Source: an optimization exercise on an open RTL-to-GDS flow (aim: small area, a short achievable clock period and few clock cycles per item). Production flows keep margins and buffers that such runs may drop.
Where RTL was checked, it was by simulation tests only, not by an equivalence proof against the original.
No functional check of the RTL was part of runs 2 to 6.
No activity file was given, so power comes from the tool's default toggle rates.

[flow/flow/run.sh]
#!/bin/bash
set -euo pipefail
MARGIN=6.0
PORT_BUF=sky130_fd_sc_hd__buf_2
CTS="-sink_clustering_enable -repair_clock_nets -sink_clustering_size 30 -sink_clustering_max_diameter 80 -buf_list {sky130_fd_sc_hd__clkbuf_8 sky130_fd_sc_hd__clkbuf_16} -dont_use_dummy_load"
bash standard.sh synth > synth.log 2>&1
bash standard.sh "SETUP_SLACK_MARGIN=$MARGIN" "BUFFER_PORTS_ARGS=-buffer_cell $PORT_BUF" "CTS_ARGS=$CTS" finish > layout.log 2>&1
[flow/standard.sh]
#!/bin/bash
# synth_recipe.tcl (not shown) runs the flow's synth.tcl, then flattens the netlist and writes it again
# the make line also repeats each setting of config.mk as NAME=value (left out here)
make -C /OpenROAD-flow-scripts/flow DESIGN_CONFIG=/design/flow/config.mk WORK_HOME=/design/flow/orfs CLKGATE_MAP_FILE= SYNTH_SCRIPT=/design/flow/synth_recipe.tcl "${@:-finish}"
[flow/config.mk]
export PLATFORM = sky130hd
export DESIGN_NAME = segmented_sum_top3_tracker
export DESIGN_NICKNAME = segmented_sum_top3_tracker
export VERILOG_FILES = /design/flow/design.v
export SDC_FILE = /design/flow/constraint.sdc
export NUM_CORES = 4
export LEC_CHECK = 0
export ABC_CLOCK_PERIOD_IN_PS = 3000
export CAP_MARGIN = 10
export CORE_MARGIN = 8
export CORE_UTILIZATION = 40
export SLEW_MARGIN = 10
[flow/constraint.sdc]
create_clock -name core_clock -period 9.0 [get_ports {clk_i}]
set_input_delay 1.8000 -clock core_clock [delete_from_list [all_inputs] [get_ports {clk_i}]]
set_output_delay 1.8000 -clock core_clock [all_outputs]
set_load 0.01 [all_outputs]
[flow/design.v]
package sst3_pkg;
  localparam int unsigned CharWidth    = 8;
  localparam int unsigned LargestWidth = 32;
  localparam int unsigned TopSumWidth  = 34;
  localparam int unsigned DigitWidth   = 4;
  localparam logic [CharWidth-1:0] CharZero    = 8'h30;
  localparam logic [CharWidth-1:0] CharNine    = 8'h39;
  localparam logic [CharWidth-1:0] CharNewline = 8'h0A;
endpackage
module sst3_add #(
  parameter int unsigned W    = 32,
  parameter int unsigned ARCH = 0,
  parameter bit          LATE = 1'b0
) (
  input  logic [W-1:0] a_i,
  input  logic [W-1:0] b_i,
  input  logic         c_i,
  output logic [W-1:0] s_o,
  output logic         c_o
);
  localparam int unsigned L = (W <= 2) ? 1 : (W <= 4) ? 2 : (W <= 8) ? 3 : (W <= 16) ? 4 :
                              (W <= 32) ? 5 : (W <= 64) ? 6 : 7;
  logic [W-1:0] p, g0;
  logic [W-1:0] gg [L+1];
  logic [W-1:0] pp [L+1];
  logic [W:0]   c;
  assign p  = a_i ^ b_i;
  assign g0 = a_i & b_i;
  always_comb begin
    gg[0] = g0;
    pp[0] = p;
    if (!LATE) gg[0][0] = g0[0] | (p[0] & c_i);
    for (int l = 1; l <= L; l++) begin
      gg[l] = gg[l-1];
      pp[l] = pp[l-1];
    end
    if (ARCH == 0) begin
      for (int l = 0; l < L; l++) begin
        for (int i = 0; i < W; i++) begin
          if ((i >> l) & 1) begin
            gg[l+1][i] = gg[l][i] | (pp[l][i] & gg[l][((i >> l) << l) - 1]);
            pp[l+1][i] = pp[l][i] & pp[l][((i >> l) << l) - 1];
          end else begin
            gg[l+1][i] = gg[l][i];
            pp[l+1][i] = pp[l][i];
          end
        end
      end
    end else if (ARCH == 1) begin
      for (int l = 0; l < L; l++) begin
        for (int i = 0; i < W; i++) begin
          if (((i + 1) % (2 << l)) == 0) begin
            gg[L][i] = gg[L][i] | (pp[L][i] & gg[L][i - (1 << l)]);
            pp[L][i] = pp[L][i] & pp[L][i - (1 << l)];
          end
        end
      end
      for (int l = L - 2; l >= 0; l--) begin
        for (int i = 0; i < W; i++) begin
          if (((i + 1) % (2 << l)) == (1 << l) && i >= (2 << l)) begin
            gg[L][i] = gg[L][i] | (pp[L][i] & gg[L][i - (1 << l)]);
            pp[L][i] = pp[L][i] & pp[L][i - (1 << l)];
          end
        end
      end
    end else begin
      for (int i = 1; i < W; i++) begin
        gg[L][i] = gg[L][i] | (pp[L][i] & gg[L][i-1]);
      end
    end
  end
  always_comb begin
    c[0] = c_i;
    for (int i = 0; i < W; i++) c[i+1] = LATE ? (gg[L][i] | (pp[L][i] & c_i)) : gg[L][i];
  end
  assign s_o = p ^ c[W-1:0];
  assign c_o = c[W];
endmodule
module segmented_sum_top3_tracker #(
  parameter int unsigned SUM_WIDTH = 32,
  parameter int unsigned TOP_COUNT = 3
) (
  input  logic                    clk_i,
  input  logic                    rst_ni,
  input  logic                    in_valid_i,
  output logic                    in_ready_o,
  input  logic [sst3_pkg::CharWidth-1:0]    in_char_i,
  input  logic                    in_eoi_i,
  output logic                    out_valid_o,
  input  logic                    out_ready_i,
  output logic [sst3_pkg::LargestWidth-1:0] out_largest_o,
  output logic [sst3_pkg::TopSumWidth-1:0]  out_top3_o,
  output logic                    out_closed_o
);
  localparam int unsigned SW     = 32;
  localparam int unsigned ARCH_L = 0;
  localparam int unsigned ARCH_G = 0;
  localparam int unsigned ARCH_D = 0;
  localparam int unsigned ARCH_S = 0;
  function automatic logic gt_tree(input logic [SW-1:0] a, input logic [SW-1:0] b);
    logic [SW-1:0] g, t;
    g = a & ~b;
    t = a | ~b;
    for (int w = SW / 2; w >= 1; w = w / 2) begin
      for (int i = 0; i < w; i++) begin
        g[i] = g[2*i+1] | (t[2*i+1] & g[2*i]);
        t[i] = g[2*i+1] | (t[2*i+1] & t[2*i]);
      end
    end
    gt_tree = g[0];
  endfunction
  typedef struct packed {
    logic       eoi;
    logic       dig;
    logic       nl;
    logic [3:0] d;
  } byte_t;
  byte_t in_dec;
  assign in_dec.eoi = in_eoi_i;
  assign in_dec.dig = !in_eoi_i && (in_char_i[7:4] == 4'h3) && (!in_char_i[3] || (in_char_i[2:1] == 2'b00));
  assign in_dec.nl  = !in_eoi_i && (in_char_i == sst3_pkg::CharNewline);
  assign in_dec.d   = in_char_i[3:0];
  logic  adv;
  logic  v1, vs;
  logic  v2, c2, i2;
  logic  v3, c3, i3;
  logic  v4, c4;
  byte_t b1, bs;
  logic  acc;
  assign adv        = !v4 || out_ready_i;
  assign in_ready_o = !vs;
  assign acc        = in_valid_i && !vs;
  always_ff @(posedge clk_i or negedge rst_ni) begin
    if (!rst_ni) begin
      v1 <= 1'b0;
      vs <= 1'b0;
    end else begin
      if (adv || !v1) v1 <= vs || acc;
      vs <= !adv && (vs || (v1 && acc));
    end
  end
  always_ff @(posedge clk_i) begin
    if (adv || !v1) b1 <= vs ? bs : in_dec;
    if (!vs) bs <= in_dec;
  end
  logic [SW-1:0] line_q, group_q, group_in;
  logic          has_q, gz_q;
  logic          a1;
  logic          line_end, close_grp, ins_grp;
  logic [SW-1:0] line_ten, line_sat;
  logic          line_ovf;
  logic [4:0]    line_lo;
  logic [SW-5:0] line_hi;
  logic [SW-1:0] group_add;
  logic          group_cy;
  logic [SW-1:0] group_sat;
  assign a1        = adv && v1;
  assign line_end  = b1.nl || b1.eoi;
  assign close_grp = b1.eoi || (b1.nl && !has_q);
  assign ins_grp   = close_grp && (has_q || !gz_q);
  assign line_lo = {1'b0, line_q[0], 3'b000} + {1'b0, line_q[2:0], 1'b0} + {1'b0, b1.d};
  sst3_add #(.W(SW-4), .ARCH(ARCH_L), .LATE(1'b1)) u_line_add (
    .a_i(line_q[SW-4:1]), .b_i(line_q[SW-2:3]), .c_i(line_lo[4]), .s_o(line_hi), .c_o()
  );
  assign line_ten = {line_hi, line_lo[3:0]};
  assign line_ovf = gt_tree(line_q, 32'd429496729) || ((line_q == 32'd429496729) && (b1.d > 4'd5));
  assign line_sat = line_ovf ? '1 : line_ten;
  assign group_in = gz_q ? '0 : group_q;
  sst3_add #(.W(SW), .ARCH(ARCH_G)) u_group_add (
    .a_i(group_in), .b_i(line_q), .c_i(1'b0), .s_o(group_add), .c_o(group_cy)
  );
  assign group_sat = group_cy ? '1 : group_add;
  always_ff @(posedge clk_i or negedge rst_ni) begin
    if (!rst_ni) begin
      line_q  <= '0;
      has_q   <= 1'b0;
      gz_q    <= 1'b1;
    end else if (a1) begin
      if (b1.dig) begin
        line_q <= line_sat;
        has_q  <= 1'b1;
      end else if (line_end) begin
        line_q <= '0;
        has_q  <= 1'b0;
      end
      if (close_grp) gz_q <= 1'b1;
      else if (line_end && has_q) gz_q <= 1'b0;
    end
  end
  always_ff @(posedge clk_i) begin
    if (a1 && line_end && has_q) group_q <= group_sat;
  end
  always_ff @(posedge clk_i or negedge rst_ni) begin
    if (!rst_ni) begin
      v2 <= 1'b0;
      c2 <= 1'b0;
      i2 <= 1'b0;
      v3 <= 1'b0;
      c3 <= 1'b0;
      i3 <= 1'b0;
      v4 <= 1'b0;
    end else if (adv) begin
      v2 <= v1;
      c2 <= v1 && close_grp;
      i2 <= v1 && ins_grp;
      v3 <= v2;
      c3 <= c2;
      i3 <= i2;
      v4 <= v3;
    end
  end
  always_ff @(posedge clk_i) begin
    if (adv) c4 <= c3;
  end
  logic [SW-1:0] top0_q, top1_q, top2_q;
  logic [SW+1:0] sum_q;
  logic [SW-1:0] diff_d, diff_q;
  logic          gt0_d, gt0_q, gt1_q, gt2_q;
  sst3_add #(.W(SW), .ARCH(ARCH_D)) u_diff_add (
    .a_i(group_q), .b_i(~top0_q), .c_i(1'b0), .s_o(diff_d), .c_o(gt0_d)
  );
  always_ff @(posedge clk_i) begin
    diff_q <= diff_d;
    gt0_q  <= gt0_d;
    gt1_q  <= gt_tree(group_q, top1_q);
    gt2_q  <= gt_tree(group_q, top2_q);
  end
  logic [SW+1:0] sum_new;
  sst3_add #(.W(SW+2), .ARCH(ARCH_S)) u_sum_add (
    .a_i(sum_q), .b_i({2'b00, diff_q}), .c_i(1'b1), .s_o(sum_new), .c_o()
  );
  always_ff @(posedge clk_i or negedge rst_ni) begin
    if (!rst_ni) begin
      top0_q <= '0;
      top1_q <= '0;
      top2_q <= '0;
      sum_q  <= '0;
    end else if (adv && i3 && gt0_q) begin
      top2_q <= gt2_q ? group_q : top2_q;
      top1_q <= gt2_q ? top2_q : (gt1_q ? group_q : top1_q);
      top0_q <= gt1_q ? top1_q : group_q;
      sum_q  <= sum_new;
    end
  end
  assign out_valid_o   = v4;
  assign out_largest_o = top2_q;
  assign out_top3_o    = sum_q;
  assign out_closed_o  = c4;
endmodule
==> results of run 1 <==
path summary, 6_finish.rpt:
path | to | cells after the start | from
worst max-delay path | group_q[18]$_SDFFCE_PP1P_ | 14 | gz_q$_DFFE_PN1P_
worst min-delay path | sum_q[33]$_DFFE_PN0P_ | 1 | sum_q[33]$_DFFE_PN0P_
worst max register to register | group_q[18]$_SDFFCE_PP1P_ | 14 | gz_q$_DFFE_PN1P_
worst min register to register | sum_q[33]$_DFFE_PN0P_ | 1 | sum_q[33]$_DFFE_PN0P_
max in group asynchronous | top2_q[15]$_DFFE_PN0P_ | 2 | rst_ni
min in group asynchronous | sum_q[0]$_DFFE_PN0P_ | 1 | rst_ni
routing by layer:
layer,vias to the layer above,share of wire,global-route usage
li1,6101,-,-
met1,5690,0.47,0.2086
met2,141,0.48,0.2765
met3,52,0.033,0.02384
met4,0,0.023,0.04136
met5,-,0,0
cells in the mapped netlist (40+ instances only):
library cell  instances  area, um2
nand2_1             209      784.5
dfrtp_1             172       4304
nor2_1               64      240.2
maj3_1               49      490.5
a21oi_1             110      550.5
xor2_1               44      385.4
dfxtp_1              42      840.8
o21ai_0             168      840.8
a21o_1               42      315.3
mux2i_1              64      640.6
xnor2_1              49      429.2
clkbuf_1             47      176.4
ha_1                124       1551
edfxtp_1             40       1201
inv_1               120      450.4
cells in the final DEF, fill, tap and decap left out, types with 41 or more instances in the layout:
cell | Yosys | final
a21o_1 | 42 | 41
mux2i_1 | 64 | 64
dfrtp_1 | 172 | 160
nand2_1 | 209 | 195
a21oi_1 | 110 | 97
buf_2 | 2 | 80
inv_1 | 120 | 115
nor2_1 | 64 | 59
ha_1 | 124 | 116
xor2_1 | 44 | 43
maj3_1 | 49 | 49
o21ai_0 | 168 | 146
xnor2_1 | 49 | 47
worst max-delay path, delay by kind of cell (launching register included):
family	cells	cell delay (ns)
compound gates	6	1.14
fa+ha+maj	2	0.52
buf+inv	2	0.37
flops	1	0.69
simple gates	4	0.26
metrics by stage:
| stage | std cells | total power, mW | utilization | area (um2) | hold slack, ns |
|---|---|---|---|---|---|
| 5_1_grt | 2291 | 7.727 | 0.4742 | 18410 | 0.4904 |
| 6_report | 2291 | 7.082 | 0.4742 | 18410 | 0.4555 |
| 3_5_place_dp | 2223 | 5.811 | 0.4332 | 16820 | 0.4421 |
| 4_1_cts | 2275 | 6.816 | 0.4592 | 17830 | 0.4669 |
| 3_3_place_gp | 2223 | 5.701 | 0.4332 | 16820 | 0.4366 |
| 2_1_floorplan | 1670 | 4.919 | - | 15990 | 0.4248 |
flip-flops by register name, summed over array words and instances, names as in the netlist, 7 cells and up:
signal	cells
sum_q	34
diff_q	32
group_q	32
line_q	32
top0_q	32
top1_q	32
top2_q	32
b1	7
bs	7
where the power goes:
group | switching (mW) | leakage [nW] | internal, mW
Sequential | 0.527 | 2.91 | 1.72
Combinational | 2.19 | 5.46 | 1.90
Clock | 0.386 | 0.222 | 0.356
Total | 3.10 | 8.59 | 3.98
final cells by class:
class,count,area [um2]
tap,518,648.1
sequential,255,6394
timing repair buffer,135,957.2
fill,3571,20420
clock buffer,18,450.4
multi-input combinational,1245,9509
inverter,120,452.9
cells by family (layout without fill, tap and decap cells):
kind of cell | after synthesis | after routing | share of synthesized area
AO/OA/AOI/OAI | 446 | 447 | 0.1704
AND/OR/NAND/NOR | 431 | 434 | 0.1279
flip-flops | 255 | 255 | 0.4039
adder cells (fa/ha/maj) | 191 | 191 | 0.1523
buffers and inverters | 174 | 273 | 0.04180
XOR/XNOR | 93 | 93 | 0.05163
multiplexers | 80 | 80 | 0.05203
timing repair:
| item | 4_1_cts | 5_1_grt |
|---|---|---|
| resized for setup | 60 | 104 |
| cloned | 4 | 2 |
| setup buffers | 30 | 14 |
| setup endpoints to repair | 198 | 114 |
| hold buffers | 0 | 0 |
| pin swaps | 24 | 46 |
==> run summary, run 1 <==
Clock Pin Slew Worst Setup and Hold Paths 0.10 ns; Die Wd roughly 210 um; H-tree levels 1; HP Class register to register; worst-path cell chain nor2b_4 > ha_4 > fa_2 > a211oi_4 > buf_4 > nor4_4 > o21ai_2 > nand3_2 > a41oi_4 > o31ai_4 > a21o_4 > a21oi_4 > clkbuf_16 > nand2_2; ys async rst share 0.6784; max-slew violations 0; Starting Density 0.4063; share of layout cells above drive strength 1 0.1737; synth unique cells 79; CTS Root Cell clkbuf_16; MaxCap Viol Count 0; synthesized instance count 1670; Worst R2R Setup Slack 5.73 ns; crit share post-route 0.3629; Syn Nets 1825; CP required 9.24 ns; Critical-path top delay cell dfstp_4; clk buf depth 3; Antenna Cells 0; via count 11.98k; CP max stage delay 0.69 ns; worst-case setup margin in the final layout 5.734 ns; CTS tree done; Total GRT Usage 0.1606; Remaining DRCs 0; I/O Pins 82; initial antenna violation count 0; dpl ws 4.534 ns; fmax 0.3062 GHz; Nets 1930; Synth Cell Area 0.01578 mm2; clock skew around 0.04 ns; Die Ht 214.6 um; largest net degree at the start of global routing 70; area of the core 0.03883 mm2; min cycle time layout around 3.3 ns; synth warn 10; total negative slack 0 ns; Rows between 70 and 80; final WL 38150 um; grt total ovfl 0; Clk Latency, worst-skew pair 0.51 ns; Worst-Margin Slew around 1.0 ns; post-DR vias/cell 5.231; worst-path maximum fanout 7; number of global-route vias before repair 11.89k; WL/cell 16.65 um; RSZ-0062 raised after global routing true; worst path arrival time 3.50 ns; Worst Setup End Kind register; Leak Pwr 8.593 nW; post-synthesis sequential area ratio 0.4039; pwr dens about 380 mW/mm2; drt pass-1 iters 7; status timing/DRC/antenna clean; gpl congestion 0.8303; post-DP HPWL ~27000 um; CTS sink count 255; number of flops mapped to enable cells by yosys 40; Layout area overhead 16.70%; PortBufs 81; worst vdd ir between 0.1 and 0.15 mV; Top FF cell, synth dfrtp_1; CP Launch Type register; Yosys reg bits roughly 260; Final Hold Fails 0; Die Area 0.04605 mm2; worst rel slew slack 0.3173; DRT iter0 DRCs approximately 690; Post-Syn Area per Cell 9.447 um2; critical path type register to register; antenna-violating nets left 0; first-pass GRT wire length 62350 um; total CTS buffers 18; setup violators final 0
Testbench counts, summed over its fixed seeds: cycles 50,275, items 50,243.
==> run 2, diff against run 1 <==
--- a/flow/design.v
+++ b/flow/design.v
@@ -167,7 +167,5 @@
   assign line_sat = line_ovf ? '1 : line_ten;
   assign group_in = gz_q ? '0 : group_q;
-  sst3_add #(.W(SW), .ARCH(ARCH_G)) u_group_add (
-    .a_i(group_in), .b_i(line_q), .c_i(1'b0), .s_o(group_add), .c_o(group_cy)
-  );
+  assign {group_cy, group_add} = {1'b0, group_in} + {1'b0, line_q};
   assign group_sat = group_cy ? '1 : group_add;
   always_ff @(posedge clk_i or negedge rst_ni) begin
@@ -227,7 +225,5 @@
   end
   logic [SW+1:0] sum_new;
-  sst3_add #(.W(SW+2), .ARCH(ARCH_S)) u_sum_add (
-    .a_i(sum_q), .b_i({2'b00, diff_q}), .c_i(1'b1), .s_o(sum_new), .c_o()
-  );
+  assign sum_new = sum_q + {2'b00, diff_q} + (SW+2)'(1);
   always_ff @(posedge clk_i or negedge rst_ni) begin
     if (!rst_ni) begin
--- a/flow/flow/run.sh
+++ b/flow/flow/run.sh
@@ -1,5 +1,5 @@
 #!/bin/bash
 set -euo pipefail
-MARGIN=6.0
+MARGIN=5.8
 PORT_BUF=sky130_fd_sc_hd__buf_2
 CTS="-sink_clustering_enable -repair_clock_nets -sink_clustering_size 30 -sink_clustering_max_diameter 80 -buf_list {sky130_fd_sc_hd__clkbuf_8 sky130_fd_sc_hd__clkbuf_16} -dont_use_dummy_load"
--- a/flow/config.mk
+++ b/flow/config.mk
@@ -7,6 +7,7 @@
 export LEC_CHECK = 0
 export ABC_CLOCK_PERIOD_IN_PS = 3000
-export CAP_MARGIN = 10
+export CAP_MARGIN = 20
 export CORE_MARGIN = 8
-export CORE_UTILIZATION = 40
-export SLEW_MARGIN = 10
+export CORE_UTILIZATION = 60
+export PLACE_DENSITY = 0.72
+export SLEW_MARGIN = 20
==> run 2 against run 1 <==
Compared with the run above: sequential power is 3% lower; die area is 28% lower; cell area grew 3.2%; total power is 2.6% lower; largest power group unchanged; first-iteration DRC count rose by 3.5%; count of clock-buffer cells in the layout down 3; sequential share of layout area down 1.1 points; combinational power barely moved; via count is 12% higher.
==> run summary, run 2 <==
status timing/DRC/antenna clean; r2r worst-path depth 19; Remaining DRCs 0; top-area cell type share of the netlist area 0.2618; setup violators final 0; fmax 0.2895 GHz; share of layout cells above drive strength 1 0.1784; Final Hold Fails 0; Post-Syn Area per Cell 9.103 um2; Leak Pwr 9.056 nW; PnR Total Power 6.901 mW; Worst Setup End Kind register; DRT iter0 DRCs a little over 700; area leader, netlist dfrtp_1; Clk Latency, worst-skew pair 0.50 ns; Clock Pin Slew Worst Setup and Hold Paths ~0.11 ns; Starting Density 0.6100; HP Class register to register; antenna-violating nets left 0; Yosys reg bits 255; gpl congestion 0.9046; number of flops mapped to enable cells by yosys 40; WL/cell 17.35 um; Die Wd about 180 um; P_int between 3 and 4 mW; ranking of synthesized cells by area dfrtp_1, ha_1, edfxtp_1; CTS Root Cell clkbuf_16; number of global-route vias before repair 13.22k; Rows 60; I/O Pins 82; post-DR vias/cell 5.865; Antenna Cells 0; drt pass-1 iters 7; area of the core roughly 0.027 mm2; worst-path maximum fanout 6; largest net degree at the start of global routing 110; Layout area overhead 15.60%; CP Launch Type register; grt total ovfl 0; worst path arrival time 3.72 ns; Die Area between 0.03 and 0.04 mm2; most common cell after layout, fill and taps aside nand2_1; Sw Share 0.4466; power share of the combinational group 0.588; total negative slack 0 ns; Top Usage Layer GRT met2; commonest non-fill, non-tap cells in the layout nand2_1, dfrtp_1, o21ai_0; synth warn 7; most flop-heavy register sum_q; reported net switching power 3.082 mW; GR Util met1 0.2894; Total GRT Usage 0.2319; GRT met3 Usage 0.02814; first-pass GRT wire length 64680 um; post-synthesis sequential area ratio 0.3876; Syn Nets roughly 2k; initial antenna violation count 0; clk buf depth 3; pwr dens about 360 mW/mm2; critical path type register to register; WHS Path Cells 0; Die Ht 181.5 um; final WL 39550 um; Commonest cells post-synth nand2_1, dfrtp_1, o21ai_0; clock skew 0.04662 ns; ys async rst share 0.6784; MaxCap Viol Count 0; H-tree levels 1; post-DP HPWL 26980 um; worst vdd ir 0.1869 mV; Top FF cell, synth dfrtp_1; via count approximately 13k; RSZ-0062 raised after global routing true; Synth Cell Area between 0.015 and 0.02 mm2; PortBufs 81; min cycle time layout 3.454 ns; met2 usage 0.4110; synthesized instance count between 1.5k and 2k; top-count cell post-synth nand2_1; synth unique cells 81; clock share of power 0.096; Worst-Margin Slew 0.8708 ns; total CTS buffers 15; Flop pwr share 0.315; CTS sink count 255; CP required about 9.3 ns; worst rel slew slack 0.4195; max-slew violations 0; CTS tree done; Nets 2089; max reg flops 34; crit share post-route 0.3838
==> run 2: cells by family after synthesis <==
group / after synthesis / synth area share
AOI/OAI and AO/OA: 510 / 0.1926
xor gates and xnor gates: 102 / 0.05434
adders and majority gates: 173 / 0.1311
buffers and inverters: 163 / 0.03737
DFF: 255 / 0.3876
muxes: 86 / 0.05404
and+or+nand+nor: 517 / 0.1430
==> run 2: final timing paths <==
path,endpoint,slack (ns),start
min,c4$_DFFE_PN_,0.47,c3$_DFFE_PN0N_
max reg2reg,group_q[6]$_SDFFCE_PP1P_,5.55,gz_q$_DFFE_PN1P_
min in group asynchronous,sum_q[0]$_DFFE_PN0P_,1.17,rst_ni
max in group asynchronous,line_q[1]$_DFFE_PN0P_,6.21,rst_ni
min reg2reg,c4$_DFFE_PN_,0.47,c3$_DFFE_PN0N_
max,group_q[6]$_SDFFCE_PP1P_,5.55,gz_q$_DFFE_PN1P_
==> run 2: power by group through the flow <==
| stage | logic, mW | clock network [mW] | registers, mW |
|---|---|---|---|
| after floorplan | 2.80 | 0 | 2.08 |
| after global placement | 3.44 | 0 | 2.20 |
| after detailed placement | 3.53 | 0 | 2.21 |
| after CTS | 3.81 | 0.686 | 2.17 |
| after global routing | 4.54 | 0.715 | 2.24 |
| final | 4.06 | 0.664 | 2.18 |
==> run 2: worst max-delay path, cell delays in order (launching register included) <==
cell,delay [ns]
dfstp_4,0.69
nor2b_1,0.07
ha_2,0.20
fa_2,0.37
a21o_1,0.19
a21oi_2,0.18
buf_4,0.15
buf_6,0.08
buf_6,0.08
buf_6,0.09
buf_6,0.08
buf_6,0.08
buf_6,0.08
buf_6,0.08
buf_6,0.08
buf_6,0.08
o21bai_1,0.08
a21oi_1,0.26
xor2_1,0.22
nand2_1,0.08
==> run 2: through the flow <==
stage	hold WS, ns	instance area, um2	util	instances	setup slack [ns]
after CTS	0.4676	18450	0.6847	2255	5.743
final	0.4708	19000	0.7052	2280	5.546
after global placement	0.4376	17220	0.6390	2182	4.855
after global routing	0.4825	19000	0.7052	2280	5.485
after detailed placement	0.4451	17220	0.6390	2182	4.752
after floorplan	0.4248	16540	-	1806	5.364
==> run 2: repair_timing <==
| action | in CTS | in global routing |
|---|---|---|
| resized for setup | 78 | 95 |
| pin swaps | 49 | 50 |
| setup endpoints to repair | 200 | 70 |
| hold buffers | 0 | 0 |
| buffers inserted | 53 | 24 |
| cloned | 5 | 0 |
==> run 2: layout make-up <==
class	instances	area, um2
well taps	341	426.7
clock buffers	15	375.4
flip-flops and latches	255	6382
inverters	107	401.6
multi-input cells	1390	10100
repair buffers	172	1323
fillers	2063	7946
==> run 2: routing by layer <==
layer  part of all wire  wire length (um)
met5                  0                 0
met4              0.026              1031
met3              0.042              1664
met2               0.49             19340
met1               0.44             17520
==> run 3, diff against run 2 <==
--- a/flow/design.v
+++ b/flow/design.v
@@ -144,5 +144,5 @@
     if (!vs) bs <= in_dec;
   end
-  logic [SW-1:0] line_q, group_q, group_in;
+  logic [SW-1:0] line_q, group_q;
   logic          has_q, gz_q;
   logic          a1;
@@ -166,7 +166,8 @@
   assign line_ovf = gt_tree(line_q, 32'd429496729) || ((line_q == 32'd429496729) && (b1.d > 4'd5));
   assign line_sat = line_ovf ? '1 : line_ten;
-  assign group_in = gz_q ? '0 : group_q;
-  assign {group_cy, group_add} = {1'b0, group_in} + {1'b0, line_q};
-  assign group_sat = group_cy ? '1 : group_add;
+  sst3_add #(.W(SW), .ARCH(ARCH_G)) u_group_add (
+    .a_i(group_q), .b_i(line_q), .c_i(1'b0), .s_o(group_add), .c_o(group_cy)
+  );
+  assign group_sat = gz_q ? line_q : (group_cy ? '1 : group_add);
   always_ff @(posedge clk_i or negedge rst_ni) begin
     if (!rst_ni) begin
@@ -225,5 +226,7 @@
   end
   logic [SW+1:0] sum_new;
-  assign sum_new = sum_q + {2'b00, diff_q} + (SW+2)'(1);
+  sst3_add #(.W(SW+2), .ARCH(ARCH_S)) u_sum_add (
+    .a_i(sum_q), .b_i({2'b00, diff_q}), .c_i(1'b1), .s_o(sum_new), .c_o()
+  );
   always_ff @(posedge clk_i or negedge rst_ni) begin
     if (!rst_ni) begin
==> run 3 against run 2 <==
Compared with the run above: highest routed layer unchanged; first-iteration DRC count rose by 8.0%; die area fell by 3.4%; critical path depth decreased by 7; critical path type unchanged; flip-flop and latch count unchanged.
==> run summary, run 3 <==
status timing/DRC/antenna clean; DRT iter0 DRCs 770; Commonest cells post-synth nand2_1, dfrtp_1, o21ai_0; r2r startpoint line_q[0]$_DFFE_PN0P_; PortBufs 81; most flop-heavy register sum_q; Worst R2R Setup Slack 5.56 ns; worst-case setup margin in the final layout 5.561 ns; ys async rst share 0.6784; CP required 9.32 ns; gpl congestion between 0.8 and 0.9; Layout area overhead 12.91%; worst vdd ir 0.2411 mV; Starting Density 0.6089; Post-Syn Area per Cell 9.503 um2; r2r worst-path depth 12; CTS Root Cell clkbuf_16; WHS Path Cells 1; Die Wd 178.4 um; max-slew violations 0; largest net degree at the start of global routing around 120; Total GRT Usage 0.2265; final WL ~37000 um; drt pass-1 iters 5; Worst-Margin Slew approximately 0.72 ns; CTS Hold Bufs 0; share of layout cells above drive strength 1 0.1626; initial antenna violation count 0; Filler cells 2096; Yosys reg bits between 200 and 300; clk buf depth 3; RSZ-0062 raised after global routing true; worst rel slew slack 0.5170; I/O Pins 82; total negative slack 0 ns; Critical-path top delay cell fa_1; post-synthesis sequential area ratio 0.4027; Non-Filler Instances 2106; worst-path cell chain inv_2 > fa_1 > fa_2 > xor2_4 > a22o_1 > a221o_1 > and3_4 > o31ai_4 > a21boi_2 > or3_1 > a21oi_2 > o21ai_1; min cycle time layout 3.439 ns; most common cell after layout, fill and taps aside nand2_1; area occupied by registers 0.006379 mm2; CTS sink count 255; dpl ws 4.587 ns; top-count cell post-synth nand2_1; R2R Path End line_q[25]$_DFFE_PN0P_; Layout Utilization 0.6875; H-tree levels 1; number of flops mapped to enable cells by yosys 40; Worst Setup End Kind register; Die Area approximately 0.032 mm2; footprint of the multi-input gates approximately 0.0094 mm2; Nets 1928; Remaining DRCs 0; crit share post-route 0.3821; worst hold margin 0.4659 ns; critical path type register to register; WL/cell around 17 um; CTS tree done; Top FF cell, synth dfrtp_1; antenna-violating nets left 0; Die Ht approximately 180 um; worst-path maximum fanout 4; max reg flops 34; Placed Instances 2038; fmax 0.2908 GHz; Clock Pin Slew Worst Setup and Hold Paths around 0.090 ns; post-DP HPWL 25660 um; Rows 59; hold endpoint sum_q[33]$_DFFE_PN0P_; via count 12.40k; synth warn 10; HP Class register to register; CP Launch Type register; number of global-route vias before repair 12.10k; MaxCap Viol Count 0; CP max stage delay 0.46 ns; synthesized instance count 1665; setup violators final 0; Synth Cell Area ~0.016 mm2; area of the core roughly 0.026 mm2; pwr dens ~370 mW/mm2; PnR Total Power 6.698 mW; grt total ovfl 0; synth unique cells 74; total CTS buffers 15; HP Start sum_q[33]$_DFFE_PN0P_; Clk Latency, worst-skew pair 0.51 ns; Leak Pwr 8.426 nW; Post-Place Cell Area 0.01661 mm2; top-area cell type share of the netlist area 0.2720; first-pass GRT wire length 59740 um; commonest non-fill, non-tap cells in the layout nand2_1, dfrtp_1, o21ai_0; post-DR vias/cell 5.889; Syn Nets 1820; design area about 0.018 mm2; ranking of synthesized cells by area dfrtp_1, ha_1, edfxtp_1; area leader, netlist dfrtp_1; clock skew 0.06321 ns; Antenna Cells 0; worst path arrival time 3.76 ns; Final Hold Fails 0
## run 3: changes by cell type after synthesis, sizes merged, moves of 6 or more
cell / before / now
clkbuf: 50 / 44
nand2: 241 / 194
nor2b: 47 / 57
fa: 10 / 18
nor2: 95 / 44
inv: 107 / 116
o21ai: 183 / 162
o2111ai: 9 / 1
o21bai: 21 / 15
a211o: 6 / 0
a21oi: 125 / 144
nand3: 31 / 23
## run 3: cell families after synthesis
| family | after synthesis | synth area share |
|---|---|---|
| AOI/OAI and AO/OA | 469 | 0.1802 |
| and+or+nand+nor | 417 | 0.1257 |
| DFF | 255 | 0.4027 |
| adders and majority gates | 177 | 0.1432 |
| buffers and inverters | 167 | 0.03985 |
| xor gates and xnor gates | 93 | 0.05148 |
| muxes | 87 | 0.05678 |
## run 3: layer usage
layer  global-route usage  routed length, um  up-vias
met5                    0                  0        -
met4              0.06683                947        0
met3              0.02731               1781       63
met2               0.3894              17910      300
met1               0.2956              16030     5939
li1                     -                  -     6100
## run 3: cell type report
cell class | instances | share of cell area
flip-flops and latches | 255 | 0.3571
well taps | 335 | 0.02346
inverters | 116 | 0.02451
clock buffers | 15 | 0.02101
multi-input cells | 1249 | 0.5252
repair buffers | 136 | 0.04875
## run 3: worst max path at each step
stage / slack [ns] / endpoint / startpoint
after global placement: 4.64 / top2_q[22]$_DFFE_PN0P_ / out_ready_i
final: 5.56 / line_q[25]$_DFFE_PN0P_ / line_q[0]$_DFFE_PN0P_
after detailed placement: 4.59 / top2_q[23]$_DFFE_PN0P_ / out_ready_i
after floorplan: 5.47 / group_q[0]$_DFFE_PP_ / out_ready_i
after global routing: 5.45 / line_q[25]$_DFFE_PN0P_ / line_q[0]$_DFFE_PN0P_
after CTS: 5.64 / group_q[28]$_DFFE_PP_ / group_q[0]$_DFFE_PP_
## run 3: power breakdown
part           internal, mW  total (mW)  switching, mW
Clock                 0.299       0.666          0.367
Combinational          1.75        3.80           2.06
Sequential             1.68        2.23          0.542
Total                  3.73        6.70           2.97
## run 3: critical path, delay by kind of cell (launching register included)
| family | cells | cell delay, ns |
|---|---|---|
| buffers and inverters | 1 | 0.07 |
| AND/OR/NAND/NOR | 2 | 0.53 |
| XOR/XNOR | 1 | 0.17 |
| adder cells (fa/ha/maj) | 2 | 0.87 |
| flip-flops | 1 | 0.43 |
| AO/OA/AOI/OAI | 6 | 1.19 |
## run 3: timing repair
item | 4_1_cts | 5_1_grt
pin swaps | 23 | 52
resized for setup | 30 | 80
setup endpoints to repair | 270 | 145
cloned | 4 | 2
buffers inserted | 16 | 31
==> run 4, diff against run 3 <==
--- a/flow/design.v
+++ b/flow/design.v
@@ -144,5 +144,5 @@
     if (!vs) bs <= in_dec;
   end
-  logic [SW-1:0] line_q, group_q;
+  logic [SW-1:0] line_q, group_q, group_in;
   logic          has_q, gz_q;
   logic          a1;
@@ -166,8 +166,9 @@
   assign line_ovf = gt_tree(line_q, 32'd429496729) || ((line_q == 32'd429496729) && (b1.d > 4'd5));
   assign line_sat = line_ovf ? '1 : line_ten;
+  assign group_in = gz_q ? '0 : group_q;
   sst3_add #(.W(SW), .ARCH(ARCH_G)) u_group_add (
-    .a_i(group_q), .b_i(line_q), .c_i(1'b0), .s_o(group_add), .c_o(group_cy)
-  );
-  assign group_sat = gz_q ? line_q : (group_cy ? '1 : group_add);
+    .a_i(group_in), .b_i(line_q), .c_i(1'b0), .s_o(group_add), .c_o(group_cy)
+  );
+  assign group_sat = group_cy ? '1 : group_add;
   always_ff @(posedge clk_i or negedge rst_ni) begin
     if (!rst_ni) begin
@@ -187,6 +188,10 @@
     end
   end
-  always_ff @(posedge clk_i) begin
-    if (a1 && line_end && has_q) group_q <= group_sat;
+  always_ff @(posedge clk_i or negedge rst_ni) begin
+    if (!rst_ni) begin
+      group_q <= '0;
+    end else if (a1 && line_end && has_q) begin
+      group_q <= group_sat;
+    end
   end
   always_ff @(posedge clk_i or negedge rst_ni) begin
@@ -229,15 +234,29 @@
     .a_i(sum_q), .b_i({2'b00, diff_q}), .c_i(1'b1), .s_o(sum_new), .c_o()
   );
-  always_ff @(posedge clk_i or negedge rst_ni) begin
-    if (!rst_ni) begin
-      top0_q <= '0;
-      top1_q <= '0;
-      top2_q <= '0;
-      sum_q  <= '0;
+  logic [1:0] clr_q;
+  logic       clr, ins, ins_hi, ins_mid;
+  always_ff @(posedge clk_i or negedge rst_ni) begin
+    if (!rst_ni) begin
+      clr_q <= 2'd3;
+    end else if (clr) begin
+      clr_q <= clr_q - 2'd1;
+    end
+  end
+  assign clr     = clr_q != 2'd0;
+  assign ins     = (adv && i3 && gt0_q) || clr;
+  assign ins_hi  = gt2_q || clr;
+  assign ins_mid = gt1_q || clr;
+  always_ff @(posedge clk_i) begin
+    if (ins) begin
+      top2_q <= ins_hi ? group_q : top2_q;
+      top1_q <= ins_hi ? top2_q : (ins_mid ? group_q : top1_q);
+      top0_q <= ins_mid ? top1_q : group_q;
+    end
+  end
+  always_ff @(posedge clk_i or negedge rst_ni) begin
+    if (!rst_ni) begin
+      sum_q <= '0;
     end else if (adv && i3 && gt0_q) begin
-      top2_q <= gt2_q ? group_q : top2_q;
-      top1_q <= gt2_q ? top2_q : (gt1_q ? group_q : top1_q);
-      top0_q <= gt1_q ? top1_q : group_q;
-      sum_q  <= sum_new;
+      sum_q <= sum_new;
     end
   end
==> run 4 against run 3 <==
Compared with the run above: die area shrank 2.5%; worst setup slack gained 0.077 ns; sequential power shrank 6%; global-route usage shrank 0.82 points; flip-flop and latch count grew 2.
==> run summary, run 4 <==
clk buf depth 3; MaxCap Viol Count 0; number of global-route vias before repair 11.40k; post-DP HPWL 24330 um; ys async rst share 0.4319; status timing/DRC/antenna clean; PortBufs ~80; Die Wd 176.2 um; WL/cell 17.53 um; Antenna Cells 0; post-DR vias/cell 5.799; total negative slack 0 ns; CTS Hold Bufs 0; Nets 1851; HP Start v3$_DFFE_PN0N_; antenna-violating nets left 0; fmax 0.2975 GHz; CTS sink count roughly 260; Syn Nets between 1.5k and 2k; post-synthesis sequential area ratio 0.4383; Final Hold Fails 0; max-slew violations 0; Total GRT Usage 0.2183; crit share post-route 0.3735; most flop-heavy register sum_q; top-area cell type share of the netlist area 0.2029; largest net degree at the start of global routing 78; r2r worst-path depth 16; HP Class register to register; min cycle time layout 3.362 ns; setup violators final 0; Remaining DRCs 0; Commonest cells post-synth nand2_1, o21ai_0, ha_1; clock skew roughly 0.033 ns; Worst R2R Setup Slack 5.64 ns; RSZ-0062 raised after global routing true; first-pass GRT wire length 56320 um; hold endpoint v4$_DFFE_PN0N_; area leader, netlist edfxtp_1; worst-path maximum fanout 8; worst vdd ir approximately 0.22 mV; CTS tree done; synth unique cells 78; grt total ovfl 0; most common cell after layout, fill and taps aside nand2_1; via count 11.73k; WHS Path Cells 1; Rows 58; pwr dens 356.3 mW/mm2; H-tree levels 1; Yosys reg bits 257; initial antenna violation count 0; Die Ht 176.2 um; Top FF cell, synth dfrtp_1; final WL 35460 um; Clk Latency, worst-skew pair 0.50 ns; CP Launch Type register; Leak Pwr between 7 and 8 nW; top-count cell post-synth nand2_1; R2R Path End group_q[31]$_DFFE_PN0P_; drt pass-1 iters 8; Synth Cell Area 0.01539 mm2; DRT iter0 DRCs approximately 700; synth warn 10; area of the core 0.02518 mm2; Starting Density 0.6112; CTS Root Cell clkbuf_16; Layout area overhead 15.23%; CP required 9.35 ns; Die Area 0.03103 mm2; Post-Syn Area per Cell 9.885 um2; worst rel slew slack 0.3271; max reg flops 34; share of layout cells above drive strength 1 0.2002; total CTS buffers 15; gpl congestion 0.9150; r2r startpoint gz_q$_DFFE_PN1P_; Non-Filler Instances 2023; I/O Pins 82; Worst Setup End Kind register; Placed Instances a little under 2k; Clock Pin Slew Worst Setup and Hold Paths 0.09 ns; critical path type register to register; worst path arrival time approximately 3.7 ns; number of flops mapped to enable cells by yosys 104; Worst-Margin Slew 1.009 ns; synthesized instance count 1557; commonest non-fill, non-tap cells in the layout nand2_1, ha_1, o21ai_0; ranking of synthesized cells by area edfxtp_1, dfrtp_1, ha_1
-- run 4: cell types whose count changed after synthesis, moves of 18 or more --
cell      delta
dfrtp_1     -64
edfxtp_1    +64
mux2i_1     -64
nor2_1      +64
a21oi_1     -41
nand2_1     -35
nor2b_1     -18
-- run 4: metal layers --
layer / up-vias / wire, um / GRT usage
met5: - / 0 / 0
li1: 5827 / - / -
met2: 281 / 17650 / 0.3877
met1: 5542 / 15150 / 0.2702
met4: 0 / 1208 / 0.07948
met3: 81 / 1460 / 0.02435
-- run 4: timing repair --
action | in CTS | in global routing
pin swaps | 37 | 52
gates resized for setup | 51 | 109
cloned | 7 | 4
setup endpoints to repair | 157 | 57
hold endpoints to repair | 0 | 0
setup buffers | 23 | 44
-- run 4: worst max-delay path by stage --
stage                                startpoint                      end  slack, ns  cells after the start
after floorplan                     out_ready_i      top1_q[0]$_DFFE_PP_       5.53                      7
after global placement              out_ready_i     top2_q[24]$_DFFE_PP_       4.82                      6
after detailed placement            out_ready_i   group_q[5]$_DFFE_PN0P_       4.71                      8
after CTS                 line_q[2]$_DFFE_PN0P_   line_q[31]$_DFFE_PN0P_       5.67                     13
after global routing           gz_q$_DFFE_PN1P_  group_q[31]$_DFFE_PN0P_       5.48                     16
final                          gz_q$_DFFE_PN1P_  group_q[31]$_DFFE_PN0P_       5.64                     16
-- run 4: layout make-up --
type | instances | area (um2)
fillers | 1872 | 7447
well taps | 330 | 412.9
inverters | 104 | 390.4
multi-input cells | 1165 | 8778
clock buffers | 15 | 375.4
flip-flops and latches | 257 | 6754
repair buffers | 152 | 1023
-- run 4: cell families after synthesis --
| logic type | after synthesis | share of synthesized area |
|---|---|---|
| AND/OR/NAND/NOR | 429 | 0.1296 |
| buffers and inverters | 146 | 0.03569 |
| AO/OA/AOI/OAI | 411 | 0.1638 |
| adder cells (fa/ha/maj) | 189 | 0.1554 |
| XOR/XNOR | 87 | 0.04951 |
| multiplexers | 38 | 0.02772 |
| flip-flops | 257 | 0.4383 |
-- run 4: report_power, final --
group / switching [mW] / internal (mW) / leakage (nW)
Combinational: 1.93 / 1.65 / 4.87
Clock: 0.354 / 0.299 / 0.185
Sequential: 0.428 / 1.66 / 2.70
-- run 4: through the flow --
step	util	area [um2]	power [mW]	worst slack (ns)	hold WS [ns]
global route	0.7043	17730	6.841	5.477	0.4752
detailed placement	0.6422	16170	5.126	4.708	0.4413
floorplan	-	15510	4.404	5.531	0.4248
CTS	0.6757	17020	6.001	5.666	0.4668
finish	0.7043	17730	6.319	5.638	0.4654
global placement	0.6422	16170	5.026	4.817	0.4401
-- run 4: worst max-delay path, stage by stage (launching register included) --
cell	delay, ns
dfstp_4	0.65
buf_8	0.15
buf_6	0.14
nor2_1	0.05
ha_1	0.36
a21oi_1	0.24
o21ai_2	0.10
a41oi_2	0.25
a211oi_4	0.10
a31oi_4	0.26
o21ai_4	0.12
buf_12	0.15
buf_6	0.11
a21oi_4	0.14
nor2b_2	0.06
o41ai_2	0.23
o21ai_1	0.12
==> run 5, diff against run 4 <==
--- a/flow/design.v
+++ b/flow/design.v
@@ -114,5 +114,7 @@
     logic       dig;
     logic       nl;
-    logic [3:0] d;
+    logic [2:0] x;
+    logic       y;
+    logic       z;
   } byte_t;
   byte_t in_dec;
@@ -120,5 +122,7 @@
   assign in_dec.dig = !in_eoi_i && (in_char_i[7:4] == 4'h3) && (!in_char_i[3] || (in_char_i[2:1] == 2'b00));
   assign in_dec.nl  = !in_eoi_i && (in_char_i == sst3_pkg::CharNewline);
-  assign in_dec.d   = in_char_i[3:0];
+  assign in_dec.x   = in_char_i[3] ? 3'b111 : in_char_i[2:0];
+  assign in_dec.y   = in_char_i[3];
+  assign in_dec.z   = in_char_i[3] && in_char_i[0];
   logic  adv;
   logic  v1, vs;
@@ -145,11 +149,9 @@
   end
   logic [SW-1:0] line_q, group_q, group_in;
-  logic          has_q, gz_q;
+  logic          has_q, open_q;
   logic          a1;
   logic          line_end, close_grp, ins_grp;
   logic [SW-1:0] line_ten, line_sat;
   logic          line_ovf;
-  logic [4:0]    line_lo;
-  logic [SW-5:0] line_hi;
   logic [SW-1:0] group_add;
   logic          group_cy;
@@ -158,13 +160,11 @@
   assign line_end  = b1.nl || b1.eoi;
   assign close_grp = b1.eoi || (b1.nl && !has_q);
-  assign ins_grp   = close_grp && (has_q || !gz_q);
-  assign line_lo = {1'b0, line_q[0], 3'b000} + {1'b0, line_q[2:0], 1'b0} + {1'b0, b1.d};
-  sst3_add #(.W(SW-4), .ARCH(ARCH_L), .LATE(1'b1)) u_line_add (
-    .a_i(line_q[SW-4:1]), .b_i(line_q[SW-2:3]), .c_i(line_lo[4]), .s_o(line_hi), .c_o()
-  );
-  assign line_ten = {line_hi, line_lo[3:0]};
-  assign line_ovf = gt_tree(line_q, 32'd429496729) || ((line_q == 32'd429496729) && (b1.d > 4'd5));
+  assign ins_grp   = close_grp && (has_q || open_q);
+  sst3_add #(.W(SW), .ARCH(ARCH_L)) u_line_add (
+    .a_i({line_q[SW-4:0], b1.x}), .b_i({line_q[SW-2:0], b1.y}), .c_i(b1.z), .s_o(line_ten), .c_o()
+  );
+  assign line_ovf = gt_tree(line_q, 32'd429496729) || ((line_q == 32'd429496729) && b1.x[2] && b1.x[1]);
   assign line_sat = line_ovf ? '1 : line_ten;
-  assign group_in = gz_q ? '0 : group_q;
+  assign group_in = open_q ? group_q : '0;
   sst3_add #(.W(SW), .ARCH(ARCH_G)) u_group_add (
     .a_i(group_in), .b_i(line_q), .c_i(1'b0), .s_o(group_add), .c_o(group_cy)
@@ -175,5 +175,5 @@
       line_q  <= '0;
       has_q   <= 1'b0;
-      gz_q    <= 1'b1;
+      open_q  <= 1'b0;
     end else if (a1) begin
       if (b1.dig) begin
@@ -184,14 +184,10 @@
         has_q  <= 1'b0;
       end
-      if (close_grp) gz_q <= 1'b1;
-      else if (line_end && has_q) gz_q <= 1'b0;
-    end
-  end
-  always_ff @(posedge clk_i or negedge rst_ni) begin
-    if (!rst_ni) begin
-      group_q <= '0;
-    end else if (a1 && line_end && has_q) begin
-      group_q <= group_sat;
-    end
+      if (close_grp) open_q <= 1'b0;
+      else if (line_end && has_q) open_q <= 1'b1;
+    end
+  end
+  always_ff @(posedge clk_i) begin
+    if (a1 && line_end && has_q) group_q <= group_sat;
   end
   always_ff @(posedge clk_i or negedge rst_ni) begin
@@ -234,29 +230,15 @@
     .a_i(sum_q), .b_i({2'b00, diff_q}), .c_i(1'b1), .s_o(sum_new), .c_o()
   );
-  logic [1:0] clr_q;
-  logic       clr, ins, ins_hi, ins_mid;
-  always_ff @(posedge clk_i or negedge rst_ni) begin
-    if (!rst_ni) begin
-      clr_q <= 2'd3;
-    end else if (clr) begin
-      clr_q <= clr_q - 2'd1;
-    end
-  end
-  assign clr     = clr_q != 2'd0;
-  assign ins     = (adv && i3 && gt0_q) || clr;
-  assign ins_hi  = gt2_q || clr;
-  assign ins_mid = gt1_q || clr;
-  always_ff @(posedge clk_i) begin
-    if (ins) begin
-      top2_q <= ins_hi ? group_q : top2_q;
-      top1_q <= ins_hi ? top2_q : (ins_mid ? group_q : top1_q);
-      top0_q <= ins_mid ? top1_q : group_q;
-    end
-  end
-  always_ff @(posedge clk_i or negedge rst_ni) begin
-    if (!rst_ni) begin
-      sum_q <= '0;
+  always_ff @(posedge clk_i or negedge rst_ni) begin
+    if (!rst_ni) begin
+      top0_q <= '0;
+      top1_q <= '0;
+      top2_q <= '0;
+      sum_q  <= '0;
     end else if (adv && i3 && gt0_q) begin
-      sum_q <= sum_new;
+      top2_q <= gt2_q ? group_q : top2_q;
+      top1_q <= gt2_q ? top2_q : (gt1_q ? group_q : top1_q);
+      top0_q <= gt1_q ? top1_q : group_q;
+      sum_q  <= sum_new;
     end
   end
==> run 5 against run 4 <==
Compared with the run above: total power shrank 4.8%; largest power group unchanged; hold slack lost 0.0045 ns; largest cell class unchanged; final cell count grew 4.4%.
==> run summary, run 5 <==
total CTS buffers 15; HP Class register to register; max-slew violations 0; clock skew approximately 0.043 ns; Worst Setup End Kind register; Synth Cell Area 0.01590 mm2; antenna-violating nets left 0; R2R Path End group_q[7]$_SDFFCE_PP1P_; CTS tree done; worst rel slew slack 0.3076; Syn Nets 1845; RSZ-0062 raised after global routing true; r2r startpoint group_q[0]$_SDFFCE_PP1P_; min cycle time layout roughly 3.3 ns; Clock Pin Slew Worst Setup and Hold Paths roughly 0.11 ns; ranking of synthesized cells by area dfrtp_1, ha_1, edfxtp_1; H-tree levels 1; Total GRT Usage 0.2159; Post-Place Cell Area 0.01665 mm2; commonest non-fill, non-tap cells in the layout nand2_1, dfrtp_1, o21ai_0; post-DR vias/cell 5.670; CTS Hold Bufs 0; area of the core 0.02606 mm2; synth warn 7; number of flops mapped to enable cells by yosys 41; Top FF cell, synth dfrtp_1; fmax 0.2990 GHz; P_int 3.450 mW; I/O Pins slightly above 80; CP required around 9 ns; ys async rst share 0.6732; via count 11.98k; Die Ht between 150 and 200 um; share of layout cells above drive strength 1 0.1536; CP Launch Type register; gpl congestion 0.9011; Worst-Margin Slew ~1.0 ns; CP endpoint group_q[7]$_SDFFCE_PP1P_; Yosys reg bits 257; PnR Total Power 6.013 mW; worst-path maximum fanout 6; post-synthesis sequential area ratio 0.4037; Post-Syn Area per Cell around 9.4 um2; Leak Pwr 8.639 nW; WHS Path Cells 0; Final Hold Fails 0; max reg flops 34; PortBufs 81; first-pass GRT wire length 56960 um; Crit. Startpoint group_q[0]$_SDFFCE_PP1P_; clk buf depth 3; crit share post-route 0.3716; synth unique cells 68; HP Start c3$_DFFE_PN0N_; largest net degree at the start of global routing approximately 130; pwr dens ~340 mW/mm2; Layout Utilization 0.6854; synthesized instance count roughly 1.7k; reported net switching power 2.563 mW; Flop pwr share 0.356; power share of the combinational group 0.534; Clk Latency, worst-skew pair 0.50 ns; Filler cells approximately 2.0k; number of global-route vias before repair approximately 12k; Antenna Cells 0; initial antenna violation count 0; Die Wd ~180 um; Rows 59; WL/cell 16.51 um; worst path arrival time approximately 3.6 ns; worst vdd ir 0.2372 mV; Layout area overhead 12.30%; grt total ovfl 0; Remaining DRCs 0; total negative slack 0 ns; status timing/DRC/antenna clean; top-area cell type share of the netlist area 0.2722; MaxCap Viol Count 0; r2r worst-path depth 13; post-DP HPWL roughly 25000 um; most common cell after layout, fill and taps aside nand2_1; CTS sink count ~260; CTS Root Cell clkbuf_16; top-count cell post-synth nand2_1; area leader, netlist dfrtp_1; final WL approximately 35000 um; Nets roughly 1.9k; Sw Share 0.4263; Worst R2R Setup Slack ~5.7 ns; Starting Density 0.6103; design area 0.01786 mm2; setup violators final 0; most flop-heavy register sum_q; Die Area 0.03197 mm2; drt pass-1 iters 5; Commonest cells post-synth nand2_1, dfrtp_1, o21ai_0; clock share of power 0.110; DRT iter0 DRCs 627; critical path type register to register
[run 5: cell types whose count changed in the layout (fill, tap and decap cells not counted), moves of 12 or more]
cell | before | now
dfrtp_1 | 104 | 171
mux2i_1 | 1 | 66
edfxtp_1 | 104 | 41
nor2_1 | 102 | 57
nand2_1 | 155 | 192
o21ai_0 | 107 | 140
and2_1 | 5 | 32
inv_1 | 97 | 122
buf_4 | 58 | 34
mux2_2 | 37 | 18
nand2_2 | 2 | 17
a21oi_1 | 90 | 102
[run 5: power groups by stage]
stage	clock network, mW	registers (mW)	logic [mW]
final	0.661	2.14	3.21
after global routing	0.719	2.22	3.62
after CTS	0.681	2.14	3.05
after detailed placement	0	2.17	2.90
after global placement	0	2.15	2.82
after floorplan	0	2.05	2.28
[run 5: critical path: stages, from the launching register on]
cell and delay (ns):
edfxtp_1 0.44, buf_4 0.16, and2_4 0.15, ha_4 0.15, fa_2 0.33, a21o_1 0.16
a21o_1 0.18, a21oi_2 0.18, nor2_2 0.07, a21oi_2 0.24, a211oi_2 0.13, or2_4 0.27
a41o_4 0.31, a22o_4 0.32
[run 5: timing repair]
action,4_1_cts,5_1_grt
cloned,3,1
buffers inserted,20,17
pin swaps,23,51
hold endpoints to repair,0,0
gates resized for setup,53,66
endpoints found under the setup margin,186,212
[run 5: cell type report]
class                           count  area, um2  share of cell area
Clock buffer                       15      375.4             0.02102
Inverter                          129      484.2             0.02711
Multi-Input combinational cell   1248       9336              0.5227
Sequential cell                   257       6429              0.3599
Tap cell                          335      419.2             0.02347
Timing Repair Buffer              128      817.0             0.04574
[run 5: kinds of logic after synthesis]
family	share of synthesized area
flip-flops	0.4037
AO/OA/AOI/OAI	0.1628
adder cells (fa/ha/maj)	0.1571
XOR/XNOR	0.04736
AND/OR/NAND/NOR	0.1306
multiplexers	0.05428
buffers and inverters	0.04413
[run 5: through the flow]
stage	setup slack, ns	hold WS (ns)	cells
after floorplan	5.485	0.4248	1688
after global placement	4.970	0.4330	2055
after detailed placement	4.936	0.4437	2055
after CTS	5.719	0.4669	2093
after global routing	5.576	0.4841	2112
final	5.655	0.4609	2112
[run 5: worst min-delay path by stage]
| stage | to | slack [ns] |
|---|---|---|
| 6_report | c4$_DFFE_PN_ | 0.46 |
| 5_1_grt | c4$_DFFE_PN_ | 0.48 |
| 4_1_cts | c4$_DFFE_PN_ | 0.47 |
| 3_5_place_dp | c4$_DFFE_PN_ | 0.44 |
| 3_3_place_gp | c4$_DFFE_PN_ | 0.43 |
| 2_1_floorplan | c4$_DFFE_PN_ | 0.42 |
[run 5: routing by layer]
metal	track usage	vias up	wire (um)	share of wire
met5	0	-	0	0
met2	0.3706	153	16750	0.48
li1	-	6083	-	-
met3	0.02527	55	1120	0.032
met1	0.2777	5685	15690	0.45
met4	0.07613	0	1318	0.038
==> run 6, diff against run 5 <==
--- a/flow/flow/run.sh
+++ b/flow/flow/run.sh
@@ -1,5 +1,5 @@
 #!/bin/bash
 set -euo pipefail
-MARGIN=5.8
+MARGIN=6.0
 PORT_BUF=sky130_fd_sc_hd__buf_2
 CTS="-sink_clustering_enable -repair_clock_nets -sink_clustering_size 30 -sink_clustering_max_diameter 80 -buf_list {sky130_fd_sc_hd__clkbuf_8 sky130_fd_sc_hd__clkbuf_16} -dont_use_dummy_load"
--- a/flow/config.mk
+++ b/flow/config.mk
@@ -9,5 +9,4 @@
 export CAP_MARGIN = 20
 export CORE_MARGIN = 8
-export CORE_UTILIZATION = 60
-export PLACE_DENSITY = 0.72
+export CORE_UTILIZATION = 40
 export SLEW_MARGIN = 20
==> run 6 against run 5 <==
Compared with the run above: highest routed layer unchanged; critical path type unchanged; cell area is 5.7% higher; via count grew 0.75%; register-to-register slack about the same; first-iteration DRC count decreased by 8.9%; largest power group unchanged; clock skew grew 0.023 ns; count of clock-buffer cells in the layout up 4; maximum frequency fell by 0.42%; total power up 6.8%.
==> run summary, run 6 <==
MaxCap Viol Count 0; R2R Path End group_q[22]$_SDFFCE_PP1P_; CP max stage delay between 0.5 and 0.6 ns; number of global-route vias before repair 11.99k; worst rel slew slack 0.3008; HP Class register to register; post-DR vias/cell 5.167; clock skew 0.06528 ns; grt total ovfl 0; reported net switching power ~2.7 mW; post-route met1 wirelength 17310 um; Die Ht 215.4 um; Critical-path top delay cell dfrtp_4; Flop pwr share 0.333; I/O Pins 82; WHS Path Cells 0; max-slew violations 0; post-synthesis sequential area ratio 0.4037; worst path arrival time 3.60 ns; Clock Pin Slew Worst Setup and Hold Paths 0.11 ns; Die Area 0.04640 mm2; Highest Signal Layer met4; Worst-Margin Slew 1.048 ns; synth unique cells 68; synth warn 7; Sw Share 0.4255; area of the core 0.03946 mm2; CTS Root Cell clkbuf_16; worst vdd ir 0.1361 mV; Top FF cell, synth dfrtp_1; number of flops mapped to enable cells by yosys 41; Remaining DRCs 0; DRT iter0 DRCs 571; RSZ-0062 raised after global routing true; CTS tree done; pwr dens 340.3 mW/mm2; largest net degree at the start of global routing 127; Post-Syn Area per Cell ~9.4 um2; WL/cell 16.39 um; critical path type register to register; max reg flops 34; Layout area overhead 18.71%; Final Hold Fails 0; Antenna Cells 0; CP Launch Type register; post-DP HPWL 26620 um; most flop-heavy register sum_q; worst hold margin roughly 0.46 ns; dpl ws approximately 4.9 ns; top-count cell post-synth nand2_1; status timing/DRC/antenna clean; PortBufs between 80 and 90; CP Buf/Inv Count 2; worst-case setup margin in the final layout 5.641 ns; min cycle time layout between 3 and 4 ns; worst-path maximum fanout 7; top-area cell type share of the netlist area 0.2722; Worst Setup End Kind register; ys async rst share 0.6732; wire length on met2 18260 um; most common cell after layout, fill and taps aside nand2_1; clk buf depth 3; total CTS buffers 19; r2r worst-path depth 15; total negative slack 0 ns; final WL roughly 38000 um; clock share of power 0.120; CP top delay family compound AO/OA/AOI/OAI gates; commonest non-fill, non-tap cells in the layout nand2_1, dfrtp_1, o21ai_0; HP Start c3$_DFFE_PN0N_; CTS sink count 257; Clk Latency, worst-skew pair about 0.54 ns; antenna-violating nets left 0; Nets 1969; initial antenna violation count 0; hold endpoint c4$_DFFE_PN_; CP required 9.24 ns; area leader, netlist dfrtp_1; P_int 3.691 mW; power share of the combinational group 0.547; share of layout cells above drive strength 1 0.2011; Worst R2R Setup Slack 5.64 ns; ranking of synthesized cells by area dfrtp_1, ha_1, edfxtp_1; r2r startpoint open_q$_DFFE_PN0P_; Rows 73; crit share post-route 0.3732; first-pass GRT wire length 62530 um; Starting Density 0.4031; drt pass-1 iters 5; Filler cells ~3.7k; worst-path cell chain and2_4 > ha_4 > fa_2 > a21o_1 > a21o_1 > a21oi_2 > nor2_2 > a21oi_2 > buf_4 > a211oi_4 > or2_4 > a41o_4 > buf_12 > nand2_8 > nand2_1; via count ~12k; Synth Cell Area 0.01590 mm2; gpl congestion 0.8442; Yosys reg bits 257; Total GRT Usage 0.1601; fmax approximately 0.30 GHz; Die Wd 215.4 um; metal3 WL 1338 um; synthesized instance count 1688; Syn Nets 1845; Commonest cells post-synth nand2_1, dfrtp_1, o21ai_0; setup violators final 0; H-tree levels 1; Leak Pwr 8.975 nW
[run 6: power by group through the flow]
stage	logic [mW]	clock network, mW	registers [mW]
3_3_place_gp	2.92	0	2.16
2_1_floorplan	2.35	0	2.05
4_1_cts	3.27	0.801	2.14
5_1_grt	3.94	0.835	2.21
3_5_place_dp	3.00	0	2.18
6_report	3.51	0.771	2.14
[run 6: metrics by stage]
step | cell area, um2 | total power [mW] | std cells | utilization
6_report | 18880 | 6.424 | 2335 | 0.4785
5_1_grt | 18880 | 6.989 | 2335 | 0.4785
4_1_cts | 18280 | 6.210 | 2314 | 0.4632
3_5_place_dp | 17040 | 5.182 | 2245 | 0.4318
3_3_place_gp | 17040 | 5.080 | 2245 | 0.4318
2_1_floorplan | 16270 | 4.406 | 1688 | -
[run 6: cell type report]
class | count | area (um2) | share of cell area
Tap cell | 525 | 656.9 | 0.03479
Timing Repair Buffer | 156 | 1080 | 0.05719
Inverter | 129 | 486.7 | 0.02578
Clock buffer | 19 | 475.5 | 0.02518
Sequential cell | 257 | 6434 | 0.3408
Multi-Input combinational cell | 1249 | 9747 | 0.5163
[run 6: worst reg2reg max path: cells and delay by family, from the launching register on]
kind	cells	cell delay (ns)
adders and majority gates	2	0.49
buffers and inverters	2	0.31
AOI/OAI and AO/OA	6	1.07
DFF	1	0.53
and+or+nand+nor	5	0.66
[run 6: worst max path at each step]
stage                       start                   endpoint  slack (ns)  cells after the start
2_1_floorplan         out_ready_i   group_q[0]$_SDFFCE_PP1P_        5.48                      8
3_3_place_gp          out_ready_i     top2_q[31]$_DFFE_PN0P_        4.99                      6
3_5_place_dp          out_ready_i     top2_q[31]$_DFFE_PN0P_        4.90                      6
4_1_cts        open_q$_DFFE_PN0P_  group_q[15]$_SDFFCE_PP1P_        5.66                     15
5_1_grt        open_q$_DFFE_PN0P_  group_q[20]$_SDFFCE_PP1P_        5.54                     15
6_report       open_q$_DFFE_PN0P_  group_q[22]$_SDFFCE_PP1P_        5.64                     15
[run 6: timing repair]
action,in CTS,in global routing
hold buffers,0,0
setup endpoints to repair,308,176
pin swaps,50,77
gates cloned,4,1
resized for setup,80,107
buffers inserted,46,20
[run 6: kinds of logic (layout without fill, tap and decap cells)]
kind of cell / Yosys count / in the layout / synth area share
DFF: 257 / 257 / 0.4037
AOI/OAI and AO/OA: 434 / 434 / 0.1628
adders and majority gates: 197 / 197 / 0.1571
muxes: 84 / 84 / 0.05428
and+or+nand+nor: 443 / 448 / 0.1306
xor gates and xnor gates: 86 / 86 / 0.04736
buffers and inverters: 187 / 304 / 0.04413
[run 6: per-layer routing]
metal  GRT usage  vias up
met2      0.2761      190
met3     0.02168       68
met1      0.2042     5666
li1            -     6142
met5           0        -
met4     0.05493        0

[separate check: timing with driven ports]
The results above use ideal ports. As a check the final layouts listed here were re-extracted and re-timed, cells and wires unchanged.
Step 1 (the two cells are an assumption about what drives the block):
set clk [get_ports {clk_i}]
set_driving_cell -lib_cell sky130_fd_sc_hd__clkbuf_16 $clk
set_driving_cell -lib_cell sky130_fd_sc_hd__buf_2 [delete_from_list [all_inputs] $clk]
Step 2 adds t to the input delays and takes it off the output delays; t is the mean of the earliest and latest rising clock arrival at the registers after step 1. Input paths then give back, and output paths get back, about the clock's delay inside the block.
Slacks: no drivers / after step 1 / after step 2; pairs: no drivers / after step 1.
| run | shift t [ns] | slack for setup (ns) | pins driven straight from the clock port |
|---|---|---|---|
| run 1 | 0.547 | 5.734 / 5.734 / 5.577 | 1 |
| run 2 | 0.529 | 5.546 / 5.546 / 5.414 | 1 |
| run 3 | 0.526 | 5.561 / 5.561 / 5.345 | 1 |
| run 4 | 0.534 | 5.638 / 5.638 / 5.255 | 1 |
| run 5 | 0.529 | 5.655 / 5.655 / 5.420 | 1 |
| run 6 | 0.559 | 5.641 / 5.641 / 5.592 | 1 |
After both steps every run listed still meets setup and hold. The setup slack of run 4, which loses most, moves by 0.000 ns with the drivers and by -0.383 ns with both steps.
